This is an optimization exercise on Yosys and OpenROAD, whose aim is small area, not a production implementation. The RTL was checked by simulation tests, not by an equivalence proof against the original design. No activity file was given, so power comes from the tool's default toggle rates.

**flow/config.mk**
```make
export PLATFORM = sky130hd
export DESIGN_NAME = id_stage
export DESIGN_NICKNAME = id_stage
export VERILOG_FILES = /design/flow/design.v
export SDC_FILE = /design/flow/constraint.sdc
export NUM_CORES = 4
export LEC_CHECK = 0
export CAP_MARGIN = 20
export CORE_MARGIN = 2
export CORE_UTILIZATION = 60
export PLACE_DENSITY = 0.7
export SLEW_MARGIN = 20
export SYNTH_HIERARCHICAL = 1
```
**flow/constraint.sdc**
```tcl
create_clock -name core_clock -period 8.0 [get_ports {clk}]
set_input_delay 1.6000 -clock core_clock [delete_from_list [all_inputs] [get_ports {clk}]]
set_output_delay 1.6000 -clock core_clock [all_outputs]
set_load 0.01 [all_outputs]
```
**flow/design.v**
```verilog
package pipeline_pkg;
    localparam logic [5:0] OP_RTYPE = 6'h00;
    localparam logic [5:0] OP_J     = 6'h02;
    localparam logic [5:0] OP_JAL   = 6'h03;
    localparam logic [5:0] OP_BEQ   = 6'h04;
    localparam logic [5:0] OP_BNE   = 6'h05;
    localparam logic [5:0] OP_ADDI  = 6'h08;
    localparam logic [5:0] OP_ADDIU = 6'h09;
    localparam logic [5:0] OP_SLTI  = 6'h0A;
    localparam logic [5:0] OP_ANDI  = 6'h0C;
    localparam logic [5:0] OP_ORI   = 6'h0D;
    localparam logic [5:0] OP_XORI  = 6'h0E;
    localparam logic [5:0] OP_LUI   = 6'h0F;
    localparam logic [5:0] OP_LW    = 6'h23;
    localparam logic [5:0] OP_SW    = 6'h2B;
    localparam logic [4:0] REG_ZERO = 5'd0;
    localparam logic [4:0] REG_RA   = 5'd31;
    localparam logic [5:0] BUBBLE_OPCODE = OP_RTYPE;
    localparam logic [4:0] BUBBLE_RD     = REG_ZERO;
    localparam logic [1:0] IMM_SIGN  = 2'd0;
    localparam logic [1:0] IMM_ZERO  = 2'd1;
    localparam logic [1:0] IMM_UPPER = 2'd2;
    localparam logic [1:0] DST_NONE = 2'd0;
    localparam logic [1:0] DST_RD   = 2'd1;
    localparam logic [1:0] DST_RT   = 2'd2;
    localparam logic [1:0] DST_RA   = 2'd3;
    function automatic logic [1:0] imm_kind(input logic [5:0] op);
        case (op)
            OP_ANDI, OP_ORI, OP_XORI: imm_kind = IMM_ZERO;
            OP_LUI:                   imm_kind = IMM_UPPER;
            default:                  imm_kind = IMM_SIGN;
        endcase
    endfunction
    function automatic logic [1:0] dst_sel(input logic [5:0] op);
        case (op)
            OP_RTYPE:                         dst_sel = DST_RD;
            OP_ADDI, OP_ADDIU, OP_SLTI,
            OP_ANDI, OP_ORI, OP_XORI,
            OP_LUI, OP_LW:                    dst_sel = DST_RT;
            OP_JAL:                           dst_sel = DST_RA;
            default:                          dst_sel = DST_NONE;
        endcase
    endfunction
    function automatic logic rt_is_source(input logic [5:0] op);
        case (op)
            OP_RTYPE, OP_SW, OP_BEQ, OP_BNE: rt_is_source = 1'b1;
            default:                         rt_is_source = 1'b0;
        endcase
    endfunction
endpackage
module rf_g_and2 (input logic a, b, output logic y);
    assign y = a & b;
endmodule
module rf_g_and3 (input logic a, b, c, output logic y);
    assign y = a & b & c;
endmodule
module rf_g_nand2 (input logic a, b, output logic y);
    assign y = ~(a & b);
endmodule
module rf_g_nand4 (input logic a, b, c, d, output logic y);
    assign y = ~(a & b & c & d);
endmodule
module rf_g_o31a (input logic a1, a2, a3, b1, output logic y);
    assign y = (a1 | a2 | a3) & b1;
endmodule
module rf_g_a221o (input logic a1, a2, b1, b2, c1, output logic y);
    assign y = (a1 & a2) | (b1 & b2) | c1;
endmodule
module rf_g_a222oi (input logic a1, a2, b1, b2, c1, c2, output logic y);
    assign y = ~((a1 & a2) | (b1 & b2) | (c1 & c2));
endmodule
module rf_predec (
    input  logic       en,
    input  logic [4:0] addr,
    output logic [3:0] hi,
    output logic [7:0] lo
);
    for (genvar k = 0; k < 4; k++) begin : g_hi
        assign hi[k] = en && (addr[4:3] == 2'(k));
    end
    for (genvar j = 0; j < 8; j++) begin : g_lo
        assign lo[j] = (addr[2:0] == 3'(j));
    end
endmodule
module rf_wdec (
    input  logic        we,
    input  logic [4:0]  waddr,
    output logic [31:1] wsel
);
    logic [3:0] hi;
    logic [7:0] lo;
    rf_predec u_pre (.en(we), .addr(waddr), .hi(hi), .lo(lo));
    for (genvar i = 1; i < 32; i++) begin : g_w
        rf_g_and2 u_g (.a(hi[i / 8]), .b(lo[i % 8]), .y(wsel[i]));
    end
endmodule
module rf_byp (
    input  logic       we,
    input  logic [4:0] waddr,
    input  logic [4:0] raddr,
    output logic       hit,
    output logic       miss
);
    assign hit  = we && (waddr != 5'd0) && (waddr == raddr);
    assign miss = !hit;
endmodule
module rf_rsel (
    input  logic        we,
    input  logic [4:0]  waddr,
    input  logic [4:0]  raddr,
    input  logic [31:1] valid,
    input  logic        kill,
    output logic [31:0] sel
);
    logic       miss;
    logic [3:0] hi;
    logic [7:0] lo;
    logic       hi3k;
    rf_byp u_byp (.we(we), .waddr(waddr), .raddr(raddr), .hit(sel[0]), .miss(miss));
    rf_predec u_pre (.en(miss), .addr(raddr), .hi(hi), .lo(lo));
    assign hi3k = hi[3] && !kill;
    for (genvar i = 1; i < 30; i++) begin : g_s
        rf_g_and3 u_g (.a(hi[i / 8]), .b(lo[i % 8]), .c(valid[i]), .y(sel[i]));
    end
    rf_g_and3 u_g30 (.a(hi3k), .b(lo[6]), .c(valid[30]), .y(sel[30]));
    rf_g_and3 u_g31 (.a(hi3k), .b(lo[7]), .c(valid[31]), .y(sel[31]));
endmodule
module rf_rbit (
    input  logic [31:0] sel,
    input  logic [31:0] d,
    input  logic        live,
    output logic        y
);
    logic [9:0] z;
    logic [2:0] p;
    logic       q;
    for (genvar k = 0; k < 10; k++) begin : g_ao
        rf_g_a222oi u_g (.a1(sel[3*k]),   .a2(d[3*k]),
                         .b1(sel[3*k+1]), .b2(d[3*k+1]),
                         .c1(sel[3*k+2]), .c2(d[3*k+2]), .y(z[k]));
    end
    rf_g_nand4 u_n0 (.a(z[0]), .b(z[1]), .c(z[2]), .d(z[3]), .y(p[0]));
    rf_g_nand4 u_n1 (.a(z[4]), .b(z[5]), .c(z[6]), .d(z[7]), .y(p[1]));
    rf_g_nand2 u_n2 (.a(z[8]), .b(z[9]), .y(p[2]));
    rf_g_o31a  u_o  (.a1(p[0]), .a2(p[1]), .a3(p[2]), .b1(live), .y(q));
    rf_g_a221o u_f  (.a1(sel[30]), .a2(d[30]), .b1(sel[31]), .b2(d[31]), .c1(q), .y(y));
endmodule
module id_stage #(
    parameter int DATA_WIDTH = 32,
    parameter int CNT_WIDTH  = 16
) (
    input  logic                  clk,
    input  logic                  reset,
    input  logic [31:0]           instr_in,
    input  logic                  wb_we,
    input  logic [4:0]            wb_rd,
    input  logic [DATA_WIDTH-1:0] wb_data,
    input  logic                  ex_mem_read,
    input  logic [4:0]            ex_rd,
    input  logic                  flush,
    output logic [5:0]            opcode_out,
    output logic [DATA_WIDTH-1:0] rs_data_out,
    output logic [DATA_WIDTH-1:0] rt_data_out,
    output logic [4:0]            rd_out,
    output logic [DATA_WIDTH-1:0] imm_out,
    output logic                  stall,
    output logic [CNT_WIDTH-1:0]  stall_count
);
    logic [5:0]  opcode;
    logic [4:0]  rs;
    logic [4:0]  rt;
    logic [4:0]  rd_field;
    logic [15:0] imm16;
    logic [1:0]  ikind;
    logic [1:0]  dsel;
    logic        hazard;
    logic        bubble;
    assign opcode   = instr_in[31:26];
    assign rs       = instr_in[25:21];
    assign rt       = instr_in[20:16];
    assign rd_field = instr_in[15:11];
    assign imm16    = instr_in[15:0];
    logic [DATA_WIDTH-1:0] regs [1:31];
    logic [31:1]           valid;
    logic [31:1]           wsel;
    logic [31:0]           sel_a;
    logic [31:0]           sel_b;
    rf_wdec u_wdec (.we(wb_we), .waddr(wb_rd), .wsel(wsel));
    always_ff @(posedge clk) begin
        for (int i = 1; i < 32; i++) begin
            if (wsel[i]) begin
                regs[i] <= wb_data;
            end
        end
    end
    always_ff @(posedge clk) begin
        if (reset) begin
            valid <= '0;
        end else begin
            valid <= valid | wsel;
        end
    end
    rf_rsel u_rsel_a (.we(wb_we), .waddr(wb_rd), .raddr(rs), .valid(valid),
                      .kill(bubble), .sel(sel_a));
    rf_rsel u_rsel_b (.we(wb_we), .waddr(wb_rd), .raddr(rt), .valid(valid),
                      .kill(bubble), .sel(sel_b));
    for (genvar b = 0; b < DATA_WIDTH; b++) begin : g_rd
        logic [31:0] col;
        assign col[0] = wb_data[b];
        for (genvar i = 1; i < 32; i++) begin : g_col
            assign col[i] = regs[i][b];
        end
        rf_rbit u_a (.sel(sel_a), .d(col), .live(!bubble), .y(rs_data_out[b]));
        rf_rbit u_b (.sel(sel_b), .d(col), .live(!bubble), .y(rt_data_out[b]));
    end
    assign hazard = ex_mem_read && (ex_rd != 5'd0) &&
                    ((ex_rd == rs) || (pipeline_pkg::rt_is_source(opcode) && (ex_rd == rt)));
    assign bubble = reset || flush || hazard;
    assign stall  = !reset && !flush && hazard;
    assign ikind = pipeline_pkg::imm_kind(opcode);
    assign dsel  = pipeline_pkg::dst_sel(opcode);
    always_comb begin
        opcode_out = bubble ? pipeline_pkg::BUBBLE_OPCODE : opcode;
        if (bubble) begin
            imm_out = '0;
        end else if (ikind == pipeline_pkg::IMM_UPPER) begin
            imm_out = {imm16, 16'h0000};
        end else if (ikind == pipeline_pkg::IMM_ZERO) begin
            imm_out = {16'h0000, imm16};
        end else begin
            imm_out = {{16{imm16[15]}}, imm16};
        end
        if (bubble) begin
            rd_out = pipeline_pkg::BUBBLE_RD;
        end else begin
            case (dsel)
                pipeline_pkg::DST_RD: rd_out = rd_field;
                pipeline_pkg::DST_RT: rd_out = rt;
                pipeline_pkg::DST_RA: rd_out = pipeline_pkg::REG_RA;
                default:              rd_out = pipeline_pkg::REG_ZERO;
            endcase
        end
    end
    always_ff @(posedge clk) begin
        if (reset) begin
            stall_count <= '0;
        end else if (stall) begin
            stall_count <= stall_count + 1'b1;
        end
    end
endmodule
```
**flow/flow/run.sh**
```bash
#!/bin/bash
# Own layout flow: the standard flow (standard.sh) with two changes
# made through ORFS's own variables:
#   - ports are buffered with the smallest buffer cell instead of the
#     default choice;
#   - clock tree synthesis runs without dummy loads.
# Every tool's full output goes to the ORFS logs under orfs/logs and the
# make output to flow_make.log in this folder.
set -euo pipefail
export BUFFER_PORTS_ARGS="-buffer_cell sky130_fd_sc_hd__buf_1"
export CTS_ARGS="-sink_clustering_enable -repair_clock_nets -dont_use_dummy_load -sink_clustering_size 16 -sink_clustering_max_diameter 50 -buf_list {sky130_fd_sc_hd__clkbuf_4 sky130_fd_sc_hd__clkbuf_8}"
bash standard.sh finish > flow_make.log 2>&1
```
**flow/standard.sh**
```bash
#!/bin/bash
# synth_recipe.tcl (not shown) runs the flow's synth.tcl, then flattens the netlist and writes it again
# the make line also repeats each setting of config.mk as NAME=value (left out here)
make -C /OpenROAD-flow-scripts/flow DESIGN_CONFIG=/design/flow/config.mk WORK_HOME=/design/flow/orfs CLKGATE_MAP_FILE= SYNTH_SCRIPT=/design/flow/synth_recipe.tcl "${@:-finish}"
```
==> impl_metrics.yaml, run 1 <==
clocking:
  clk_pin_slew_worst_paths_ns: 0.06
  cts-hold-fix-buffers: 0
  cts.repair.resized: 0
  worst_skew_pair.late_latency_ns: 0.77
  clock-sinks: 1039
  clk_path_buf_depth: 3
  ctsRootBufferMaster: "clkbuf_8"
  cts_buffers: 97
  cts_tree: "built"
  cts_setup_buffers: 0
  htree_levels: 3
sta:
  fin_setup_tns_ns: 0
  relSlewSlack_pct: 18.63
  final_hold_viol_count: 0
  setup_violations: 0
  slew_violations: 0
  post-route-min-period_ns: 7.274
  rsz0062_at_grt: "false"
  fin_hold_ws_ns: 0.4792
  skew_ns: 0.03943
  period_share_pct: 90.92
  max_freq_mhz: 137.5
  tightestPinTransition_ns: 1.221
pwr:
  ir_drop_mv: 0.09906
  power_density_nw_per_um2: 196.7
  p_comb_share_pct: 3.0
  p_leak_uw: 0.01433
  power_frac_seq_pct: 66.7
  pwr-share-clk_pct: 30.2
  power.switching_uw: 1908
  p_sw_share_pct: 21.07
  p_int_uw: 7148
  finalPower_uw: 9056
logic_synthesis:
  synth_top_family_by_area: "compound AO/OA/AOI/OAI gates"
  synth-seq-cells: 1039
  synth_area_sq_um: 41820
  synth.most_common_cell: "edfxtp_1"
  synth.avg_cell_area_sq_um: 17.38
  synth_common_cells: "edfxtp_1 (992), a222oi_1 (640), nand4_1 (132)"
  yosys_warnings: 8
  synth_enable_flop_cells: 992
  synth_adder_area_share_pct: 0.02992
  synthDistinctLibCells: 47
  synth_compound_area_share_pct: 19.09
  synth_area_leader_cell: "edfxtp_1"
  yosysSeqAreaShare_pct: 73.49
  netlist.area_leader.share_pct: 71.24
  synth-async-reset-ratio_pct: 0
  syn_nets: 2486
  synth_cells: 2406
  synth_simple_gate_area_share_pct: 6.723
  ys_top_cells_by_area: "edfxtp_1 (71%), a222oi_1 (15%), dfxtp_1 (2.3%)"
  synthXorXnorAreaFrac_pct: 0.5236
  synthMuxAreaShare_pct: 0
  synthFlopType: "edfxtp_1"
setup_path:
  worstSetupStartpointType: "input pin"
  worstReg2RegEnd: "stall_count[14]"
  r2r_cells: 6
  timing.rr.start: "stall_count[4]"
  crit_path_end: "rs_data_out[18]"
  crit_type: "in -> out"
  reg2reg_slack_ns: 5.91
  arrival_ns: 5.67
  path_max_fanout: 17
  required_ns: 6.40
  crit_start: "instr_in[23]"
  end_kind: "output port"
worst_hold_path:
  hold_path_class: "reg -> reg"
placement:
  dp_cells: 3639
  dp_hpwl_mm: 83.43
  place_congestion: 1.057
  portBuffers: 202
flow_run:
  max-cap-violations: 0
finish:
  drive_above_1_share_pct: 9.619
  nets: 2889
  post-route-util_pct: 66.89
  regArea_sq_um: 30730
  multi_input_area_sq_um: 11090
  instances_no_fill: 3740
  synthToLayoutAreaGrowth_pct: 10.10
  nFillCells: 4714
floorplanning:
  die_h_um: 268.0
  num_rows: 96
  ios: 203
  die-area_sq_um: 71820
  die_w_um: 268.0
  start_util_pct: 60.76
  core_area_sq_um: 68830
global_routing:
  antenna_found_initial: 2
  grt_pass1_vias: 30330
  grt_max_degree: 53
  track_usage_pct: 40.00
  grt_overflow: 0
  grt_pass1_wl_mm: 205.5
outcome:
  status: "complete, no violations"
routing:
  drt_iter0_drc: 8699
  dr_total_vias: 31620
  ant_nets: 0
  via_per_inst: 8.455
  drt-total-wl_mm: 145.8
  wl_per_cell_um: 39.00
  firstDrtPassIters: 17
  drc: 0
[per-module statistics from Yosys (local to each module, per instance), excerpt]
module	copies in the design	flops+latches	area [sq um]
id_stage	1	1039	32100
rf_byp	2	0	82.58
rf_g_a221o	64	0	10.01
rf_g_a222oi	640	0	10.01
rf_g_and2	31	0	6.256
rf_g_and3	62	0	6.256
rf_g_nand2	64	0	3.754
rf_g_nand4	128	0	6.256
rf_g_o31a	64	0	8.758
rf_predec	3	0	96.34
rf_rsel	2	0	13.76
[per-stage QoR]
| stage | setup slack [ns] | instance area, sq um |
|---|---|---|
| 2_1_floorplan | 1.450 | 41820 |
| 3_3_place_gp | 0.8844 | 44640 |
| 3_5_place_dp | 0.8478 | 44650 |
| 4_1_cts | 0.8437 | 45980 |
| 5_1_grt | 0.5511 | 46040 |
| 6_report | 0.7265 | 46040 |
[state kept, by name, indices dropped and copies added, names as in the netlist]
| signal | flops |
|---|---|
| stall_count | 16 |
| regs | 992 |
| valid | 31 |
[how the worst min path moves through the flow]
stage,start,to,cells after the start
3_5_place_dp,valid[30],valid[30],2
5_1_grt,valid[20],valid[20],2
2_1_floorplan,valid[10],valid[10],2
3_3_place_gp,valid[12],valid[12],2
4_1_cts,valid[30],valid[30],2
6_report,valid[30],valid[30],2
[critical path, cell delays in order]
cell	delay, ns
buf_1	0.37
xnor2_1	0.18
nand2_1	0.10
or4_1	0.58
and3b_1	0.31
and3_1	0.54
buf_4	0.40
a222oi_1	0.40
nand4_1	0.26
o31a_1	0.40
a221o_1	0.34
buf_1	0.16
[power by group through the flow]
stage / logic [uW] / registers (uW) / clock network (uW)
after detailed placement: 264 / 6160 / 0
after global routing: 284 / 6050 / 2920
final: 273 / 6040 / 2740
after global placement: 254 / 6160 / 0
after floorplan: 83.8 / 6160 / 0
after CTS: 264 / 6040 / 2740
[cell type report]
type | instances | area share, %
sequential | 1039 | 66.75
multi-input combinational | 1351 | 24.10
timing repair buffer | 315 | 3.672
clock buffer | 97 | 2.900
tap | 931 | 2.530
inverter | 5 | 0.04077
antenna | 2 | 0.01087
[routing by layer]
layer | GRT usage (%) | vias to the layer above | part of all wire, %
li1 | - | 12410 | -
met1 | 53.33 | 15300 | 32
met2 | 60.76 | 3431 | 45
met3 | 9.860 | 481 | 17
met4 | 22.78 | 0 | 6.5
met5 | 0 | - | 0
[logic make-up (layout without fill, tap and decap cells)]
logic type,count (synthesis),in the layout
other,0,2
xor gates and xnor gates,25,25
and+or+nand+nor,500,500
adders and majority gates,1,1
AOI/OAI and AO/OA,825,825
DFF,1039,1039
buffers and inverters,16,417
[cell usage in the layout, fill, tap and decap left out, types with 3 or more instances in the layout]
cell type,count
buf_12,5
nor2_1,75
and2_1,19
and2_2,26
a221o_1,64
nand3_1,8
or4_1,10
buf_4,107
xor2_1,11
a222oi_1,640
a21oi_1,30
and2_4,5
nor3_1,4
o31a_1,64
nand2_1,98
and4_1,3
nand4_1,132
nor4_2,3
and3b_1,6
edfxtp_1,992
a2111oi_0,5
and3b_2,9
or3_1,5
xnor2_1,14
clkbuf_8,97
and3_1,70
nor3b_1,13
buf_1,201
and3_2,5
o21ai_0,10
inv_1,4
dfxtp_1,47
o31ai_1,4
==> run 2, diff against run 1 <==
--- a/flow/flow/run.sh
+++ b/flow/flow/run.sh
@@ -1,9 +1,11 @@
 #!/bin/bash
 # Own layout flow: the standard flow (standard.sh) with two changes
 # made through ORFS's own variables:
-#   - ports are buffered with the smallest buffer cell instead of the
-#     default choice;
-#   - clock tree synthesis runs without dummy loads.
+#   - ports are buffered with the smallest buffer cell (buf_1) instead of
+#     the default choice;
+#   - clock tree synthesis runs without dummy loads, with clock buffers
+#     clkbuf_4/clkbuf_8 and sink clusters of at most 16 flip-flops within
+#     50 um, which keeps the flip-flop clock-pin slew near 110 ps.
 # Every tool's full output goes to the ORFS logs under orfs/logs and the
 # make output to flow_make.log in this folder.
 set -euo pipefail
--- a/flow/config.mk
+++ b/flow/config.mk
@@ -7,7 +7,7 @@
 export LEC_CHECK = 0
 export CAP_MARGIN = 20
 export CORE_MARGIN = 2
-export CORE_UTILIZATION = 60
-export PLACE_DENSITY = 0.7
+export CORE_UTILIZATION = 70
+export PLACE_DENSITY = 0.8
 export SLEW_MARGIN = 20
 export SYNTH_HIERARCHICAL = 1
==> impl_metrics.yaml, run 2 <==
outcome:
  status: "complete, no violations"
logic_synthesis:
  ys_top_cells_by_area: "edfxtp_1 (71%), a222oi_1 (15%), dfxtp_1 (2.3%)"
  yosysSeqAreaShare_pct: 73.49
  synth_area_leader_cell: "edfxtp_1"
  synth.avg_cell_area_sq_um: 17.38
  synth_common_cells: "edfxtp_1 (992), a222oi_1 (640), nand4_1 (132)"
  syn_nets: 2486
  synthDistinctLibCells: 47
  synth.most_common_cell: "edfxtp_1"
  synth_enable_flop_cells: 992
  synth-async-reset-ratio_pct: 0
  netlist.area_leader.share_pct: 71.24
  synthFlopType: "edfxtp_1"
  synth-seq-cells: 1039
  synth_area_sq_um: 41820
  yosys_warnings: 8
  synth_cells: 2406
setup_path:
  crit_type: "in -> out"
  path_max_fanout: 12
  timing.rr.start: "stall_count[4]"
  arrival_ns: 5.82
  end_kind: "output port"
  crit_path_max_incr_delay_ns: 0.96
  worstSetupStartpointType: "input pin"
  reg2reg_slack_ns: 5.81
  required_ns: 6.40
  worstReg2RegEnd: "stall_count[14]"
  cp_slowest_cell: "nor3b_1"
  path_cells: "buf_1 > or4_1 > a21oi_2 > or4_1 > nor3b_1 > and3_1 > buf_4 > a222oi_1 > nand4_1 > o31a_1 > a221o_1 > buf_1"
  r2r_cells: 6
sta:
  skew_ns: 0.06339
  post-route-min-period_ns: 7.425
  slew_violations: 0
  relSlewSlack_pct: 18.07
  period_share_pct: 92.81
  max_freq_mhz: 134.7
  setup_violations: 0
  rsz0062_at_grt: "false"
  setup_slack_ns: 0.5751
  final_hold_viol_count: 0
  fin_setup_tns_ns: 0
  tightestPinTransition_ns: 1.229
routing:
  via_per_inst: 8.916
  dr_total_vias: 31750
  firstDrtPassIters: 14
  drt-total-wl_mm: 142.9
  drc: 0
  ant_nets: 0
  wl_per_cell_um: 40.12
  drt_iter0_drc: 8721
pwr:
  power_density_nw_per_um2: 195.4
  pwr-share-clk_pct: 29.0
  ir_drop_mv: 0.1627
  power_frac_seq_pct: 67.9
  p_sw_share_pct: 20.87
  finalPower_uw: 8899
  p_leak_uw: 0.01419
  power.switching_uw: 1858
  p_int_uw: 7041
  p_comb_share_pct: 3.1
floorplanning:
  start_util_pct: 70.85
  die_h_um: 248.4
  ios: 203
  num_rows: 89
  die-area_sq_um: 61710
  core_area_sq_um: 59020
  die_w_um: 248.4
global_routing:
  top_usage_layer: "met2"
  antenna_found_initial: 3
  grtUsageMet3_pct: 12.59
  grtUsageMet1_pct: 59.35
  track_usage_pct: 45.37
  met2_usage_pct: 67.14
  grt_pass1_wl_mm: 204.4
  grt_max_degree: 49
  grt_pass1_vias: 30900
  grt_overflow: 0
finish:
  reg.largest.list: "regs x992, valid x31, stall_count x16"
  final_cell_mix: "edfxtp_1 (992), a222oi_1 (640), buf_1 (201)"
  drive_above_1_share_pct: 9.042
  nFillCells: 3402
  multi_input_area_sq_um: 11110
  regArea_sq_um: 30730
  largest_reg_flops: 992
  nets: 2869
  largest_register: "regs"
  mostFrequentLayoutCell: "edfxtp_1"
  synthToLayoutAreaGrowth_pct: 8.938
clocking:
  cts.repair.resized: 0
  worst_skew_pair.late_latency_ns: 0.72
  clk_path_buf_depth: 3
  cts_setup_buffers: 0
  clock-sinks: 1039
  cts_buffers: 87
  ctsRootBufferMaster: "clkbuf_8"
  cts_tree: "built"
  clk_pin_slew_worst_paths_ns: 0.06
  cts-hold-fix-buffers: 0
  htree_levels: 3
worst_hold_path:
  holdPathEnd: "valid[3]"
  hp-start: "valid[3]"
  holdPathStages: 2
  hold_path_class: "reg -> reg"
placement:
  pre_cts_ws_ns: 0.8773
  dp_hpwl_mm: 80.01
  portBuffers: 202
  place_congestion: 0.9709
flow_run:
  max-cap-violations: 0
==> run 2: worst max-delay path: cells and delay by family <==
kind                   cells  cell delay [ns]
AND/OR/NAND/NOR            5             2.76
buffers and inverters      3             0.75
AO/OA/AOI/OAI              4             0.67
==> run 2: worst max-delay path by stage <==
| stage | cells after the start | start | slack, ns | end |
|---|---|---|---|---|
| after floorplan | 7 | wb_rd[4] | 1.45 | rs_data_out[0] |
| after global placement | 12 | instr_in[23] | 0.95 | rs_data_out[1] |
| after CTS | 12 | wb_rd[0] | 0.88 | rt_data_out[11] |
| final | 12 | wb_rd[0] | 0.58 | rt_data_out[31] |
| after global routing | 12 | wb_rd[0] | 0.64 | rs_data_out[0] |
| after detailed placement | 12 | wb_rd[0] | 0.88 | rs_data_out[0] |
==> run 2: per-layer routing <==
layer | vias to the layer above | share of wire, %
met5 | - | 0.016
met4 | 4 | 8.6
met3 | 698 | 19
met2 | 3811 | 44
met1 | 14870 | 29
li1 | 12370 | -
==> run 2: power by group through the flow <==
stage	sequential [uW]	clock, uW	combinational (uW)
2_1_floorplan	6160	0	83.8
3_3_place_gp	6160	0	249
3_5_place_dp	6170	0	260
4_1_cts	6040	2560	260
5_1_grt	6050	2760	281
6_report	6040	2580	272
==> run 2: layout make-up <==
class                           instances  area share, %
Inverter                                5        0.04120
Antenna cell                            1       0.005493
Multi-Input combinational cell       1351          24.38
Clock buffer                           87          2.629
Timing Repair Buffer                  305          3.365
Tap cell                              773          2.123
Sequential cell                      1039          67.46
==> run 2: per-stage QoR <==
step	instances	utilization, %	hold slack [ns]	area, sq um
2_1_floorplan	2406	-	0.4420	41820
3_3_place_gp	3473	75.13	0.4537	44340
3_5_place_dp	3473	75.13	0.4596	44340
4_1_cts	3560	77.16	0.4741	45540
5_1_grt	3561	77.18	0.4952	45550
6_report	3561	77.18	0.4731	45550
==> run 2: Yosys stat by module, one instance, submodules excluded, a selection <==
module / cell area [sq um] / cells inside / times used
rf_g_o31a: 8.758 / 1 / 64
rf_predec: 96.34 / 12 / 3
rf_g_and2: 6.256 / 1 / 31
rf_byp: 82.58 / 12 / 2
rf_g_and3: 6.256 / 1 / 62
rf_g_nand4: 6.256 / 1 / 128
rf_rsel: 13.76 / 1 / 2
rf_g_a222oi: 10.01 / 1 / 640
id_stage: 32100 / 1291 / 1
rf_g_a221o: 10.01 / 1 / 64
==> run 2: cells by family (layout without fill, tap and decap cells) <==
family	after synthesis	count (layout)	synth area share, %
and+or+nand+nor	500	500	6.723
buffers and inverters	16	397	0.1496
DFF	1039	1039	73.49
other	0	1	0
adders and majority gates	1	1	0.02992
xor gates and xnor gates	25	25	0.5236
AOI/OAI and AO/OA	825	825	19.09
==> run 3, diff against run 2 <==
--- a/flow/config.mk
+++ b/flow/config.mk
@@ -7,7 +7,7 @@
 export LEC_CHECK = 0
 export CAP_MARGIN = 20
 export CORE_MARGIN = 2
-export CORE_UTILIZATION = 70
-export PLACE_DENSITY = 0.8
+export CORE_UTILIZATION = 74
+export PLACE_DENSITY = 0.84
 export SLEW_MARGIN = 20
 export SYNTH_HIERARCHICAL = 1
==> impl_metrics.yaml, run 3 <==
outcome:
  status: "complete, no violations"
sta:
  skew_ns: 0.01957
  setup_slack_ns: 0.5813
  post-route-min-period_ns: 7.419
  slew_violations: 0
  relSlewSlack_pct: 14.80
  rsz0062_at_grt: "false"
  fin_setup_tns_ns: 0
  setup_violations: 0
  period_share_pct: 92.73
  final_hold_viol_count: 0
  tightestPinTransition_ns: 1.278
  max_freq_mhz: 134.8
logic_synthesis:
  synth.avg_cell_area_sq_um: 17.38
  netlist.area_leader.share_pct: 71.24
  synth_enable_flop_cells: 992
  synth_area_sq_um: 41820
  synth_cells: 2406
  yosys_warnings: 8
  synth-seq-cells: 1039
  ys_top_cells_by_area: "edfxtp_1 (71%), a222oi_1 (15%), dfxtp_1 (2.3%)"
  synth_common_cells: "edfxtp_1 (992), a222oi_1 (640), nand4_1 (132)"
  yosysSeqAreaShare_pct: 73.49
  synth.most_common_cell: "edfxtp_1"
  synthFlopType: "edfxtp_1"
  synth_area_leader_cell: "edfxtp_1"
  synth-async-reset-ratio_pct: 0
  syn_nets: 2486
  synthDistinctLibCells: 47
routing:
  wl_per_cell_um: 39.94
  drt-total-wl_mm: 141.3
  via_per_inst: 9.174
  ant_nets: 0
  drc: 0
  dr_total_vias: 32450
  drt_iter0_drc: 10120
  firstDrtPassIters: 15
clocking:
  clock-sinks: 1039
  htree_levels: 3
  cts_setup_buffers: 0
  clk_pin_slew_worst_paths_ns: 0.06
  cts.repair.resized: 0
  clk_path_buf_depth: 3
  ctsRootBufferMaster: "clkbuf_8"
  cts-hold-fix-buffers: 0
  cts_tree: "built"
  worst_skew_pair.late_latency_ns: 0.73
  cts_buffers: 87
pwr:
  pwr-share-clk_pct: 29.0
  p_leak_uw: 0.01414
  power_density_nw_per_um2: 195.8
  p_sw_share_pct: 20.91
  p_comb_share_pct: 3.1
  ir_drop_mv: 0.1287
  power.switching_uw: 1862
  power_frac_seq_pct: 67.9
  p_int_uw: 7041
setup_path:
  cp.buffers_inverters: 3
  crit_type: "in -> out"
  required_ns: 6.40
  arrival_ns: 5.82
  path_cells: "buf_1 > or4_1 > a21oi_2 > or4_1 > nor3b_1 > and3_1 > buf_4 > a222oi_1 > nand4_1 > o31a_1 > a221o_1 > buf_1"
  cp_slowest_cell: "and3_1"
  crit_path_max_incr_delay_ns: 1.02
  end_kind: "output port"
  worstSetupStartpointType: "input pin"
  crit_family: "simple AND/OR/NAND/NOR gates"
  path_max_fanout: 18
finish:
  final_cell_mix: "edfxtp_1 (992), a222oi_1 (640), buf_1 (201)"
  largest_register: "regs"
  nets: 2861
  mostFrequentLayoutCell: "edfxtp_1"
  largest_reg_flops: 992
  nFillCells: 2999
  reg.largest.list: "regs x992, valid x31, stall_count x16"
  drive_above_1_share_pct: 8.816
  instances_no_fill: 3537
  synthToLayoutAreaGrowth_pct: 8.737
placement:
  dp_cells: 3448
  dp_hpwl_mm: 80.41
  pre_cts_ws_ns: 0.8307
  portBuffers: 202
  place_congestion: 1.032
floorplanning:
  core_area_sq_um: 56170
  ios: 203
  die_w_um: 241.7
  start_util_pct: 74.45
  die-area_sq_um: 58430
  num_rows: 87
  die_h_um: 241.7
global_routing:
  track_usage_pct: 47.24
  grt_pass1_vias: 31230
  grt_max_degree: 49
  grt_pass1_wl_mm: 201.6
  top_usage_layer: "met2"
  antenna_found_initial: 1
  grtUsageMet1_pct: 60.51
  grtUsageMet3_pct: 14.98
  grt_overflow: 0
  met2_usage_pct: 69.82
flow_run:
  max-cap-violations: 0
worst_hold_path:
  hold_path_class: "reg -> reg"
## run 3: path summary, 6_finish.rpt
check | startpoint | end | slack [ns] | cells after the start
min reg2reg | valid[31] | valid[31] | 0.48 | 2
max | wb_rd[0] | rs_data_out[13] | 0.58 | 12
max reg2reg | stall_count[4] | stall_count[14] | 5.90 | 6
min | valid[31] | valid[31] | 0.48 | 2
## run 3: cell families after synthesis
logic type / Yosys count / synth area share [%]
fa+ha+maj: 1 / 0.02992
simple gates: 500 / 6.723
xor+xnor: 25 / 0.5236
compound gates: 825 / 19.09
buf+inv: 16 / 0.1496
flops: 1039 / 73.49
## run 3: tightest hold or removal path, delay by kind of cell (launching register included)
family	cells	cell delay, ns
flip-flops	1	0.31
AND/OR/NAND/NOR	2	0.13
## run 3: stage by stage
step / area [sq um] / util, % / hold WS, ns / power (uW)
finish: 45470 / 80.95 / 0.4826 / 8903
global route: 45470 / 80.95 / 0.5033 / 9065
CTS: 45450 / 80.93 / 0.4808 / 8850
detailed placement: 44260 / 78.79 / 0.4637 / 6424
global placement: 44260 / 78.79 / 0.4522 / 6404
floorplan: 41820 / - / 0.4420 / 6241
## run 3: power groups by stage
stage	Sequential, uW	Combinational (uW)	Clock (uW)
global route	6050	279	2740
floorplan	6160	83.8	0
global placement	6160	246	0
detailed placement	6170	258	0
finish	6040	272	2590
CTS	6040	258	2550
## run 3: Yosys stat by module, one instance, submodules excluded, excerpt
module | cell area (sq um) | times used
rf_g_nand2 | 3.754 | 64
rf_byp | 82.58 | 2
rf_rsel | 13.76 | 2
rf_g_o31a | 8.758 | 64
rf_g_and3 | 6.256 | 62
rf_g_nand4 | 6.256 | 128
rf_g_a222oi | 10.01 | 640
id_stage | 32100 | 1
rf_g_and2 | 6.256 | 31
rf_predec | 96.34 | 3
rf_g_a221o | 10.01 | 64
## run 3: layout make-up
| class | instances | area [sq um] | area share (%) |
|---|---|---|---|
| Multi-Input combinational cell | 1351 | 11100 | 24.41 |
| Sequential cell | 1039 | 30730 | 67.58 |
| Tap cell | 756 | 945.9 | 2.080 |
| Antenna cell | 2 | 5.005 | 0.01101 |
| Timing Repair Buffer | 297 | 1473 | 3.239 |
| Clock buffer | 87 | 1197 | 2.633 |
| Inverter | 5 | 18.77 | 0.04128 |
## run 3: metal layers
metal | share of wire [%] | up-vias
li1 | - | 12360
met1 | 28 | 15130
met2 | 43 | 4103
met3 | 19 | 854
met4 | 9.4 | 2
met5 | 0.042 | -
==> run 4, diff against run 3 <==
==> flow/run.sh (new file) <==
#!/bin/bash
# synth_recipe.tcl (not shown) runs the flow's synth.tcl, then flattens the netlist and writes it again
# the make line also repeats each setting of config.mk as NAME=value (left out here)
make -C /OpenROAD-flow-scripts/flow DESIGN_CONFIG=/design/flow/config.mk WORK_HOME=/design/flow/orfs CLKGATE_MAP_FILE= SYNTH_SCRIPT=/design/flow/synth_recipe.tcl finish
--- a/flow/config.mk
+++ b/flow/config.mk
@@ -7,7 +7,7 @@
 export LEC_CHECK = 0
 export CAP_MARGIN = 20
 export CORE_MARGIN = 2
-export CORE_UTILIZATION = 74
-export PLACE_DENSITY = 0.84
+export CORE_UTILIZATION = 55
+export PLACE_DENSITY = 0.66
 export SLEW_MARGIN = 20
 export SYNTH_HIERARCHICAL = 1
removed: flow/flow/run.sh
removed: flow/standard.sh
==> impl_metrics.yaml, run 4 <==
outcome:
  status: "complete, no violations"
finish:
  multi_input_area_sq_um: 11100
  reg.largest.list: "regs x992, valid x31, stall_count x16"
  regArea_sq_um: 30730
  final_cell_mix: "edfxtp_1 (992), a222oi_1 (640), clkdlybuf4s50_1 (197)"
  mostFrequentLayoutCell: "edfxtp_1"
  nets: 2934
  post-route-util_pct: 65.85
  synthToLayoutAreaGrowth_pct: 19.00
  nFillCells: 5219
  largest_register: "regs"
  largest_reg_flops: 992
  drive_above_1_share_pct: 12.37
placement:
  place_congestion: 0.9348
  portBuffers: 202
  pre_cts_ws_ns: 0.1574
  dp_hpwl_mm: 93.37
clocking:
  htree_levels: 3
  ctsRootBufferMaster: "clkbuf_16"
  cts_buffers: 102
  cts_tree: "built"
  worst_skew_pair.late_latency_ns: 0.66
  cts-hold-fix-buffers: 0
  clock-sinks: 1039
  clk_path_buf_depth: 3
  clk_pin_slew_worst_paths_ns: 0.06
setup_path:
  required_ns: 6.40
  r2r_cells: 6
  cp.buffers_inverters: 2
  timing.rr.start: "stall_count[4]"
  reg2reg_slack_ns: 5.91
  cp_slowest_cell: "clkdlybuf4s50_1"
  worstReg2RegEnd: "stall_count[14]"
  end_kind: "output port"
  worstSetupStartpointType: "input pin"
  arrival_ns: 6.28
  crit_start: "wb_rd[2]"
  crit_family: "simple AND/OR/NAND/NOR gates"
  crit_type: "in -> out"
  path_max_fanout: 32
  path_cells: "clkdlybuf4s50_1 > xnor2_1 > nand2_1 > or4_1 > and3b_1 > and3_2 > a222oi_1 > nand4_1 > o31a_1 > a221o_1 > clkdlybuf4s50_1"
  crit_path_max_incr_delay_ns: 0.71
  crit_top_cell: "clkdlybuf4s50_1"
logic_synthesis:
  synth_adder_area_share_pct: 0.02992
  synth_common_cells: "edfxtp_1 (992), a222oi_1 (640), nand4_1 (132)"
  synth_enable_flop_cells: 992
  synthDistinctLibCells: 47
  synth_simple_gate_area_share_pct: 6.723
  synthFlopType: "edfxtp_1"
  yosysSeqAreaShare_pct: 73.49
  synthXorXnorAreaFrac_pct: 0.5236
  yosys_warnings: 8
  netlist.area_leader.share_pct: 71.24
  synth-async-reset-ratio_pct: 0
  synth_cells: 2406
  synth_compound_area_share_pct: 19.09
  ys_top_cells_by_area: "edfxtp_1 (71%), a222oi_1 (15%), dfxtp_1 (2.3%)"
  synth-seq-cells: 1039
  synth.avg_cell_area_sq_um: 17.38
  synth_top_family_by_area: "compound AO/OA/AOI/OAI gates"
  syn_nets: 2486
  synth_area_leader_cell: "edfxtp_1"
  synth_area_sq_um: 41820
  synthMuxAreaShare_pct: 0
  synth.most_common_cell: "edfxtp_1"
routing:
  ant_nets: 0
  dr_total_vias: 32530
  drt_iter0_drc: 8535
  drc: 0
  via_per_inst: 8.308
  firstDrtPassIters: 13
  drt-total-wl_mm: 161.0
  wl_per_cell_um: 41.13
floorplanning:
  die_h_um: 279.7
  ios: 203
  die_w_um: 279.7
  num_rows: 101
  start_util_pct: 55.33
  die-area_sq_um: 78250
  core_area_sq_um: 75570
sta:
  setup_slack_ns: 0.1195
  setup_violations: 0
  skew_ns: 0.01183
  period_share_pct: 98.51
  fin_hold_ws_ns: 0.4827
  max_freq_mhz: 126.9
  relSlewSlack_pct: 17.61
  final_hold_viol_count: 0
  rsz0062_at_grt: "false"
  slew_violations: 0
  post-route-min-period_ns: 7.880
  tightestPinTransition_ns: 1.236
  fin_setup_tns_ns: 0
global_routing:
  grt_max_degree: 48
  grtUsageMet3_pct: 9.099
  antenna_found_initial: 3
  grt_pass1_wl_mm: 221.6
  grt_pass1_vias: 31070
  track_usage_pct: 40.22
  met2_usage_pct: 61.66
  grtUsageMet1_pct: 52.11
  grt_overflow: 0
  top_usage_layer: "met2"
worst_hold_path:
  hp-start: "valid[9]"
  holdPathStages: 2
  holdPathEnd: "valid[9]"
  hold_path_class: "reg -> reg"
pwr:
  p_leak_uw: 0.01592
  power_density_nw_per_um2: 221.6
  ir_drop_mv: 0.1633
flow_run:
  max-cap-violations: 0
run 4: changes by cell type in the layout (fill, tap and decap cells not counted), moves of 8 or more:
cell	before	now
buf_1	201	0
buf_12	0	25
buf_4	95	127
bufinv_16	0	8
clkbuf_1	0	15
clkbuf_16	0	104
clkbuf_8	87	0
clkdlybuf4s50_1	0	197
clkinv_1	0	33
clkinv_2	0	13
clkinvlp_4	0	9
run 4: logic make-up (layout without fill, tap and decap cells):
| family | Yosys count | in the layout |
|---|---|---|
| compound gates | 825 | 825 |
| xor+xnor | 25 | 25 |
| fa+ha+maj | 1 | 1 |
| buf+inv | 16 | 545 |
| flops | 1039 | 1039 |
| other cells | 0 | 2 |
| simple gates | 500 | 500 |
run 4: area by class of cell:
class / count / share of cell area [%]
multi-input cells: 1351 / 22.32
well taps: 978 / 2.459
repair buffers: 355 / 6.990
flip-flops and latches: 1039 / 61.76
clock buffers: 119 / 5.343
clock inverters: 66 / 1.089
diodes: 2 / 0.01006
inverters: 5 / 0.03772
run 4: worst max path at each step:
| stage | endpoint | cells after the start |
|---|---|---|
| after floorplan | rs_data_out[0] | 7 |
| after global placement | rs_data_out[0] | 12 |
| after detailed placement | rs_data_out[0] | 12 |
| after CTS | rs_data_out[0] | 12 |
| after global routing | rs_data_out[18] | 11 |
| final | rs_data_out[26] | 11 |
run 4: where the power goes:
part           total [uW]  internal, uW  leakage (uW)  switching, uW
sequential           6050          6020       0.00932           29.9
combinational         326          97.5       0.00507            228
clock                4650          2620       0.00154           2020
total               11000          8740        0.0159           2280
run 4: per-stage QoR:
stage	total power (uW)	instance area [sq um]	instances
after CTS	11020	49750	3912
after global placement	6468	46550	3727
after global routing	11250	49760	3914
final	11020	49760	3915
after detailed placement	6481	46550	3727
after floorplan	6241	41820	2406
run 4: tightest hold or removal path, cell delays in order (launching register included):
cell and delay [ns]:
dfxtp_1 0.31, nor2_1 0.08, nor2_1 0.04
run 4: routing by layer:
metal / wire length (um) / vias up
met1: 51950 / 15930
li1: - / 12640
met2: 72200 / 3355
met5: 7 / -
met4: 12170 / 2
met3: 24680 / 604
run 4: what timing repair did:
| action | 4_1_cts | 5_1_grt |
|---|---|---|
| setup buffers | 0 | 0 |
| setup endpoints to repair | 0 | 2 |
| resized for setup | 0 | 1 |
run 4: per-module statistics from Yosys, one instance, submodules excluded, a selection:
module       cells  times used  flip-flops and latches
id_stage      1291           1                    1039
rf_predec       12           3                       0
rf_byp          12           2                       0
rf_rsel          1           2                       0
rf_g_a221o       1          64                       0
rf_g_a222oi      1         640                       0
rf_g_o31a        1          64                       0
rf_g_and2        1          31                       0
rf_g_and3        1          62                       0
rf_g_nand4       1         128                       0
rf_g_nand2       1          64                       0
==> run 5, diff against run 4 <==
--- a/flow/design.v
+++ b/flow/design.v
@@ -54,14 +54,17 @@
 module rf_g_and3 (input logic a, b, c, output logic y);
     assign y = a & b & c;
 endmodule
+module rf_g_nand3 (input logic a, b, c, output logic y);
+    assign y = ~(a & b & c);
+endmodule
+module rf_g_nand4 (input logic a, b, c, d, output logic y);
+    assign y = ~(a & b & c & d);
+endmodule
+module rf_g_or3 (input logic a, b, c, output logic y);
+    assign y = a | b | c;
+endmodule
 module rf_g_nand2 (input logic a, b, output logic y);
     assign y = ~(a & b);
-endmodule
-module rf_g_nand4 (input logic a, b, c, d, output logic y);
-    assign y = ~(a & b & c & d);
-endmodule
-module rf_g_o31a (input logic a1, a2, a3, b1, output logic y);
-    assign y = (a1 | a2 | a3) & b1;
 endmodule
 module rf_g_a221o (input logic a1, a2, b1, b2, c1, output logic y);
     assign y = (a1 & a2) | (b1 & b2) | c1;
@@ -98,11 +101,14 @@
     input  logic       we,
     input  logic [4:0] waddr,
     input  logic [4:0] raddr,
-    output logic       hit,
-    output logic       miss
-);
-    assign hit  = we && (waddr != 5'd0) && (waddr == raddr);
-    assign miss = !hit;
+    input  logic       kill,
+    output logic       byp,
+    output logic       ok
+);
+    logic hit;
+    assign hit = we && (waddr != 5'd0) && (waddr == raddr);
+    assign byp = !kill && hit;
+    assign ok  = !kill && !hit;
 endmodule
 module rf_rsel (
     input  logic        we,
@@ -112,23 +118,19 @@
     input  logic        kill,
     output logic [31:0] sel
 );
-    logic       miss;
+    logic       ok;
     logic [3:0] hi;
     logic [7:0] lo;
-    logic       hi3k;
-    rf_byp u_byp (.we(we), .waddr(waddr), .raddr(raddr), .hit(sel[0]), .miss(miss));
-    rf_predec u_pre (.en(miss), .addr(raddr), .hi(hi), .lo(lo));
-    assign hi3k = hi[3] && !kill;
-    for (genvar i = 1; i < 30; i++) begin : g_s
+    rf_byp u_byp (.we(we), .waddr(waddr), .raddr(raddr), .kill(kill),
+                  .byp(sel[0]), .ok(ok));
+    rf_predec u_pre (.en(ok), .addr(raddr), .hi(hi), .lo(lo));
+    for (genvar i = 1; i < 32; i++) begin : g_s
         rf_g_and3 u_g (.a(hi[i / 8]), .b(lo[i % 8]), .c(valid[i]), .y(sel[i]));
     end
-    rf_g_and3 u_g30 (.a(hi3k), .b(lo[6]), .c(valid[30]), .y(sel[30]));
-    rf_g_and3 u_g31 (.a(hi3k), .b(lo[7]), .c(valid[31]), .y(sel[31]));
 endmodule
 module rf_rbit (
     input  logic [31:0] sel,
     input  logic [31:0] d,
-    input  logic        live,
     output logic        y
 );
     logic [9:0] z;
@@ -142,7 +144,7 @@
     rf_g_nand4 u_n0 (.a(z[0]), .b(z[1]), .c(z[2]), .d(z[3]), .y(p[0]));
     rf_g_nand4 u_n1 (.a(z[4]), .b(z[5]), .c(z[6]), .d(z[7]), .y(p[1]));
     rf_g_nand2 u_n2 (.a(z[8]), .b(z[9]), .y(p[2]));
-    rf_g_o31a  u_o  (.a1(p[0]), .a2(p[1]), .a3(p[2]), .b1(live), .y(q));
+    rf_g_or3   u_o  (.a(p[0]), .b(p[1]), .c(p[2]), .y(q));
     rf_g_a221o u_f  (.a1(sel[30]), .a2(d[30]), .b1(sel[31]), .b2(d[31]), .c1(q), .y(y));
 endmodule
 module id_stage #(
@@ -210,8 +212,8 @@
         for (genvar i = 1; i < 32; i++) begin : g_col
             assign col[i] = regs[i][b];
         end
-        rf_rbit u_a (.sel(sel_a), .d(col), .live(!bubble), .y(rs_data_out[b]));
-        rf_rbit u_b (.sel(sel_b), .d(col), .live(!bubble), .y(rt_data_out[b]));
+        rf_rbit u_a (.sel(sel_a), .d(col), .y(rs_data_out[b]));
+        rf_rbit u_b (.sel(sel_b), .d(col), .y(rt_data_out[b]));
     end
     assign hazard = ex_mem_read && (ex_rd != 5'd0) &&
                     ((ex_rd == rs) || (pipeline_pkg::rt_is_source(opcode) && (ex_rd == rt)));
==> flow/flow/run.sh (new file) <==
#!/bin/bash
# Own layout flow: the standard flow (standard.sh) with two changes
# made through ORFS's own variables:
#   - ports are buffered with the smallest buffer cell instead of the
#     default choice;
#   - clock tree synthesis runs without dummy loads.
# Every tool's full output goes to the ORFS logs under orfs/logs and the
# make output to flow_make.log in this folder.
set -euo pipefail
export BUFFER_PORTS_ARGS="-buffer_cell sky130_fd_sc_hd__buf_1"
export CTS_ARGS="-sink_clustering_enable -repair_clock_nets -dont_use_dummy_load -sink_clustering_size 20 -sink_clustering_max_diameter 50 -buf_list {sky130_fd_sc_hd__clkbuf_8 sky130_fd_sc_hd__clkbuf_16}"
bash standard.sh finish > flow_make.log 2>&1
==> flow/standard.sh (new file) <==
#!/bin/bash
# synth_recipe.tcl (not shown) runs the flow's synth.tcl, then flattens the netlist and writes it again
# the make line also repeats each setting of config.mk as NAME=value (left out here)
make -C /OpenROAD-flow-scripts/flow DESIGN_CONFIG=/design/flow/config.mk WORK_HOME=/design/flow/orfs CLKGATE_MAP_FILE= SYNTH_SCRIPT=/design/flow/synth_recipe.tcl "${@:-finish}"
removed: flow/run.sh
==> impl_metrics.yaml, run 5 <==
outcome:
  status: "complete, no violations"
finish:
  nets: 2921
  synthToLayoutAreaGrowth_pct: 13.43
  post-route-util_pct: 63.18
  largest_reg_flops: 992
  nFillCells: 5348
  drive_above_1_share_pct: 10.78
  largest_register: "regs"
  reg.largest.list: "regs x992, valid x31, stall_count x16"
  mostFrequentLayoutCell: "edfxtp_1"
  final_cell_mix: "edfxtp_1 (992), a222oi_1 (640), buf_1 (195)"
  instances_no_fill: 3811
logic_synthesis:
  synthFlopType: "edfxtp_1"
  synth.avg_cell_area_sq_um: 17.26
  synth-seq-cells: 1039
  synth_cells: 2410
  synth.most_common_cell: "edfxtp_1"
  synth_area_leader_cell: "edfxtp_1"
  netlist.area_leader.share_pct: 71.59
  synth_enable_flop_cells: 992
  synthDistinctLibCells: 44
  syn_nets: 2490
  ys_top_cells_by_area: "edfxtp_1 (72%), a222oi_1 (15%), dfxtp_1 (2.3%)"
  synth_area_sq_um: 41610
  yosysSeqAreaShare_pct: 73.86
  synth_common_cells: "edfxtp_1 (992), a222oi_1 (640), nand4_1 (131)"
  synth-async-reset-ratio_pct: 0
  yosys_warnings: 8
setup_path:
  worstSetupStartpointType: "input pin"
  crit_start: "ex_rd[4]"
  arrival_ns: 5.87
  crit_type: "in -> out"
  end_kind: "output port"
  path_max_fanout: 17
  timing.rr.start: "stall_count[3]"
  required_ns: 6.40
  crit_path_max_incr_delay_ns: 0.90
  path_cells: "buf_1 > or4_1 > o21ai_2 > nor3_1 > a211o_1 > inv_1 > o31a_1 > nor3b_1 > and3_1 > buf_4 > a222oi_1 > nand4_1 > or3_1 > a221o_1 > buf_1"
  crit_family: "simple AND/OR/NAND/NOR gates"
  cp.buffers_inverters: 4
  crit_top_cell: "buf_1"
  cp_slowest_cell: "nor3b_1"
global_routing:
  track_usage_pct: 39.76
  grt_max_degree: 49
  grt_overflow: 0
  grt_pass1_vias: 32110
  grt_pass1_wl_mm: 219.9
  antenna_found_initial: 3
sta:
  fin_setup_tns_ns: 0
  skew_ns: 0.02410
  final_hold_viol_count: 0
  period_share_pct: 93.33
  rsz0062_at_grt: "false"
  tightestPinTransition_ns: 1.156
  relSlewSlack_pct: 22.93
  post-route-min-period_ns: 7.466
  slew_violations: 0
  setup_violations: 0
  max_freq_mhz: 133.9
clocking:
  clk_path_buf_depth: 3
  htree_levels: 3
  cts.repair.resized: 0
  cts_tree: "built"
  cts_buffers: 97
  clock-sinks: 1039
  cts_setup_buffers: 0
  worst_skew_pair.late_latency_ns: 0.64
  cts-hold-fix-buffers: 0
  clk_pin_slew_worst_paths_ns: 0.05
  ctsRootBufferMaster: "clkbuf_16"
routing:
  drc: 0
  ant_nets: 0
  drt-total-wl_mm: 157.5
  drt_iter0_drc: 8052
  dr_total_vias: 32430
  wl_per_cell_um: 41.32
  via_per_inst: 8.508
  firstDrtPassIters: 14
flow_run:
  max-cap-violations: 0
placement:
  portBuffers: 202
  dp_cells: 3710
  place_congestion: 0.9292
  dp_hpwl_mm: 90.05
floorplanning:
  ios: 203
  core_area_sq_um: 74700
  die-area_sq_um: 77870
  die_h_um: 279.0
  start_util_pct: 55.70
  die_w_um: 279.0
  num_rows: 100
pwr:
  ir_drop_mv: 0.1468
  power_density_nw_per_um2: 216.9
  p_leak_uw: 0.01529
worst_hold_path:
  hold_path_class: "reg -> reg"
  hp-start: "valid[27]"
-- run 5: changes by cell type after synthesis, sizes merged, moves of 5 or more --
cell | previous run | this run
or3 | 5 | 73
o31a | 64 | 2
xor2 | 11 | 3
a21oi | 32 | 39
a2111oi | 5 | 0
-- run 5: modules after synthesis (local to each module, per instance), excerpt --
module | cells | times used
id_stage | 1295 | 1
rf_byp | 13 | 2
rf_g_a221o | 1 | 64
rf_g_a222oi | 1 | 640
rf_g_and2 | 1 | 31
rf_g_and3 | 1 | 62
rf_g_nand2 | 1 | 64
rf_g_nand4 | 1 | 128
rf_g_or3 | 1 | 64
rf_predec | 12 | 3
-- run 5: final timing paths --
| path | cells past startpoint | to | slack, ns |
|---|---|---|---|
| worst max register to register | 6 | stall_count[15] | 6.00 |
| worst max-delay path | 15 | rt_data_out[30] | 0.53 |
| worst min register to register | 2 | valid[27] | 0.48 |
| worst min-delay path | 2 | valid[27] | 0.48 |
-- run 5: per-stage QoR --
step                      hold slack, ns  area [sq um]  power (uW)  setup slack [ns]
final                             0.4834         47190       10230            0.5337
after global routing              0.4972         47190       10440            0.5018
after CTS                         0.4799         47170       10220            0.5258
after detailed placement          0.4691         44740        6391            0.5689
after global placement            0.4542         44740        6376            0.6797
after floorplan                   0.4420         41610        6226            0.2759
-- run 5: cell type report --
type | instances | area, sq um | share of cell area (%)
well taps | 969 | 1212 | 2.569
diodes | 3 | 7.507 | 0.01591
clock buffers | 97 | 2427 | 5.143
multi-input cells | 1352 | 10850 | 23.00
repair buffers | 345 | 1941 | 4.112
inverters | 6 | 22.52 | 0.04772
flip-flops and latches | 1039 | 30730 | 65.11
-- run 5: worst reg2reg max path, cell delays in order, from the launching register on --
cell	delay, ns
dfxtp_1	0.42
nand3_1	0.12
nor2_1	0.17
and3_1	0.22
nand3_1	0.23
nor4_1	0.38
mux2_1	0.35
-- run 5: cells by family (layout without fill, tap and decap cells) --
logic type	after synthesis	in the layout	share of synthesized area, %
flip-flops	1039	1039	73.86
other	0	3	0
buffers and inverters	19	448	0.1985
adder cells (fa/ha/maj)	1	1	0.03007
XOR/XNOR	20	20	0.4210
multiplexers	1	1	0.02706
AND/OR/NAND/NOR	562	562	7.626
AO/OA/AOI/OAI	768	768	17.84
-- run 5: per-layer routing --
| layer | vias up | track usage (%) | wire, um |
|---|---|---|---|
| met2 | 3456 | 59.30 | 67880 |
| met3 | 682 | 13.74 | 27630 |
| li1 | 12450 | - | - |
| met4 | 0 | 23.27 | 10590 |
| met1 | 15840 | 50.74 | 51360 |
| met5 | - | 0.2502 | 0 |
-- run 5: report_power, final --
part	internal, uW	switching, uW
clock network	2120	1830
logic	51.6	185
registers	6020	30.0
==> run 6, diff against run 5 <==
--- a/flow/flow/run.sh
+++ b/flow/flow/run.sh
@@ -8,5 +8,5 @@
 # make output to flow_make.log in this folder.
 set -euo pipefail
 export BUFFER_PORTS_ARGS="-buffer_cell sky130_fd_sc_hd__buf_1"
-export CTS_ARGS="-sink_clustering_enable -repair_clock_nets -dont_use_dummy_load -sink_clustering_size 20 -sink_clustering_max_diameter 50 -buf_list {sky130_fd_sc_hd__clkbuf_8 sky130_fd_sc_hd__clkbuf_16}"
+export CTS_ARGS="-sink_clustering_enable -repair_clock_nets -dont_use_dummy_load -sink_clustering_size 16 -sink_clustering_max_diameter 50 -buf_list {sky130_fd_sc_hd__clkbuf_4 sky130_fd_sc_hd__clkbuf_8}"
 bash standard.sh finish > flow_make.log 2>&1
--- a/flow/config.mk
+++ b/flow/config.mk
@@ -7,7 +7,7 @@
 export LEC_CHECK = 0
 export CAP_MARGIN = 20
 export CORE_MARGIN = 2
-export CORE_UTILIZATION = 55
-export PLACE_DENSITY = 0.66
+export CORE_UTILIZATION = 65
+export PLACE_DENSITY = 0.75
 export SLEW_MARGIN = 20
 export SYNTH_HIERARCHICAL = 1
==> impl_metrics.yaml, run 6 <==
outcome:
  status: "complete, no violations"
sta:
  slew_violations: 0
  period_share_pct: 97.30
  max_freq_mhz: 128.5
  skew_ns: 0.04389
  rsz0062_at_grt: "false"
  final_hold_viol_count: 0
  setup_violations: 0
  relSlewSlack_pct: 14.72
  tightestPinTransition_ns: 1.279
  post-route-min-period_ns: 7.784
  setup_slack_ns: 0.2160
  fin_setup_tns_ns: 0
finish:
  reg.largest.list: "regs x992, valid x31, stall_count x16"
  instances_no_fill: 3683
  largest_register: "regs"
  final_cell_mix: "edfxtp_1 (992), a222oi_1 (640), buf_1 (198)"
  stdcell_area_sq_um: 45820
  drive_above_1_share_pct: 10.62
  synthToLayoutAreaGrowth_pct: 10.13
  largest_reg_flops: 992
  mostFrequentLayoutCell: "edfxtp_1"
  nets: 2916
  post-route-util_pct: 72.51
placement:
  dp_cells: 3585
  pre_cts_ws_ns: 0.4580
  dp_hpwl_mm: 93.25
  postPlaceCellArea_sq_um: 44500
  portBuffers: 202
  place_congestion: 0.9881
logic_synthesis:
  synth.most_common_cell: "edfxtp_1"
  synth.avg_cell_area_sq_um: 17.26
  synth-seq-cells: 1039
  syn_nets: 2490
  synthFlopType: "edfxtp_1"
  yosysSeqAreaShare_pct: 73.86
  synth_common_cells: "edfxtp_1 (992), a222oi_1 (640), nand4_1 (131)"
  synthDistinctLibCells: 44
  yosys_warnings: 8
  synth_area_sq_um: 41610
  netlist.area_leader.share_pct: 71.59
  synth_top_family_by_area: "compound AO/OA/AOI/OAI gates"
  synth_cells: 2410
  synth-async-reset-ratio_pct: 0
  synth_compound_area_share_pct: 17.84
  synth_simple_gate_area_share_pct: 7.626
  synthXorXnorAreaFrac_pct: 0.4210
  synth_adder_area_share_pct: 0.03007
  synthMuxAreaShare_pct: 0.02706
  synth_enable_flop_cells: 992
  ys_top_cells_by_area: "edfxtp_1 (72%), a222oi_1 (15%), dfxtp_1 (2.3%)"
  synth_area_leader_cell: "edfxtp_1"
global_routing:
  antenna_found_initial: 8
  grt_overflow: 0
  grt_pass1_wl_mm: 219.0
  grt_pass1_vias: 32630
  grt_max_degree: 49
  track_usage_pct: 46.64
setup_path:
  end_kind: "output port"
  crit_type: "in -> out"
  worstSetupStartpointType: "input pin"
  required_ns: 6.40
  path_max_fanout: 22
  arrival_ns: 6.18
floorplanning:
  die_h_um: 257.0
  die-area_sq_um: 66050
  start_util_pct: 65.84
  num_rows: 92
  die_w_um: 257.0
  core_area_sq_um: 63200
  ios: 203
routing:
  ant_nets: 0
  via_per_inst: 8.994
  drt-total-wl_mm: 156.6
  drc: 0
  drt_iter0_drc: 9262
  firstDrtPassIters: 17
  wl_per_cell_um: 42.51
  dr_total_vias: 33120
pwr:
  p_sw_share_pct: 20.94
  power_density_nw_per_um2: 196.6
  p_comb_share_pct: 2.7
  ir_drop_mv: 0.1488
  p_int_uw: 7121
  power.switching_uw: 1886
  power_frac_seq_pct: 67.1
  pwr-share-clk_pct: 30.2
  p_leak_uw: 0.01473
clocking:
  cts_tree: "built"
  htree_levels: 3
  cts_buffers: 95
  cts-hold-fix-buffers: 0
  clk_path_buf_depth: 3
  ctsRootBufferMaster: "clkbuf_8"
  cts_setup_buffers: 0
  cts.repair.resized: 0
  clk_pin_slew_worst_paths_ns: 0.04
  worst_skew_pair.late_latency_ns: 0.72
  clock-sinks: 1039
flow_run:
  max-cap-violations: 0
worst_hold_path:
  hold_path_class: "reg -> reg"
## run 6: cell counts after synthesis
No cell type changed its count.
## run 6: logic make-up (layout without fill, tap and decap cells)
| logic type | count (synthesis) | after routing |
|---|---|---|
| muxes | 1 | 1 |
| and+or+nand+nor | 562 | 562 |
| AOI/OAI and AO/OA | 768 | 768 |
| xor gates and xnor gates | 20 | 20 |
| adders and majority gates | 1 | 1 |
| DFF | 1039 | 1039 |
| other | 0 | 3 |
| buffers and inverters | 19 | 443 |
## run 6: per-layer routing
metal  vias up  part of all wire, %  GRT usage [%]  wire, um
met4        10                  8.5          32.25     13280
li1      12410                    -              -         -
met5         -                0.043              0        67
met3       939                   20          21.27     31220
met2      4071                   42          66.84     66120
met1     15700                   29          56.60     45880
## run 6: layout make-up
| cell class | count | area (sq um) |
|---|---|---|
| Clock buffer | 95 | 1308 |
| Multi-Input combinational cell | 1352 | 10860 |
| Antenna cell | 3 | 7.507 |
| Timing Repair Buffer | 342 | 1839 |
| Sequential cell | 1039 | 30730 |
| Tap cell | 846 | 1059 |
| Inverter | 6 | 22.52 |
| Fill cell | 3897 | 17370 |
## run 6: path summary, 6_finish.rpt
kind / start / endpoint / slack (ns) / cells after the start
worst max-delay path: instr_in[16] / rt_data_out[2] / 0.22 / 15
worst min-delay path: valid[22] / valid[22] / 0.48 / 2
worst max register to register: stall_count[3] / stall_count[15] / 5.92 / 6
worst min register to register: valid[22] / valid[22] / 0.48 / 2
## run 6: power groups by stage
stage               sequential [uW]  clock [uW]  combinational (uW)
floorplan                      6160           0                69.2
global placement               6160           0                 222
detailed placement             6170           0                 230
CTS                            6040        2680                 231
global route                   6050        2860                 252
finish                         6050        2720                 242
## run 6: through the flow
| stage | total power (uW) | hold WS [ns] |
|---|---|---|
| after floorplan | 6226 | 0.4420 |
| after global placement | 6381 | 0.4551 |
| after detailed placement | 6396 | 0.4700 |
| after CTS | 8958 | 0.4774 |
| after global routing | 9161 | 0.4943 |
| final | 9007 | 0.4816 |
## run 6: Yosys stat by module (local to each module, per instance), a selection
module      area [sq um]  cells inside
rf_g_and2          6.256             1
rf_byp             88.84            13
rf_g_a221o         10.01             1
rf_g_nand2         3.754             1
rf_predec          96.34            12
rf_g_nand4         6.256             1
## run 6: critical path, stage by stage
cell,delay [ns]
buf_1,0.37
xnor2_1,0.18
nand4_1,0.11
nor3_1,0.39
a211o_1,0.32
inv_1,0.07
o31a_1,0.14
and3b_1,0.30
and3_1,0.59
buf_4,0.38
a222oi_1,0.51
nand4_1,0.24
or3_1,0.49
a221o_1,0.32
buf_1,0.16

## port drivers added, routing unchanged
Ports are ideal in the flow. The routed layouts listed here were re-timed in OpenROAD.
Step 1: set_driving_cell puts a clkbuf_16 on clk and a buf_2 on each other input, an assumption about the parent block.
Step 2 adds t to the input delays and takes it off the output delays; t is the mean of the earliest and latest rising clock arrival at the registers after step 1. Input paths then give back, and output paths get back, about the clock's delay inside the block.
Slacks: ideal / step 1 / step 2; pairs: ideal / step 1.
run | t, ns | setup WS [ns] | worst setup path at the end
run 1 | 0.803 | 0.726 / 0.695 / 0.695 | input to output
run 2 | 0.758 | 0.575 / 0.553 / 0.553 | input to output
run 3 | 0.778 | 0.581 / 0.545 / 0.545 | input to output
run 4 | 0.730 | 0.120 / 0.083 / 0.083 | input to output
run 5 | 0.719 | 0.534 / 0.514 / 0.514 | input to output
run 6 | 0.770 | 0.216 / 0.193 / 0.193 | input to output
After both steps every run listed still meets setup and hold. The setup slack of run 4, which loses most, moves by -0.037 ns with the drivers and by -0.037 ns with both steps.
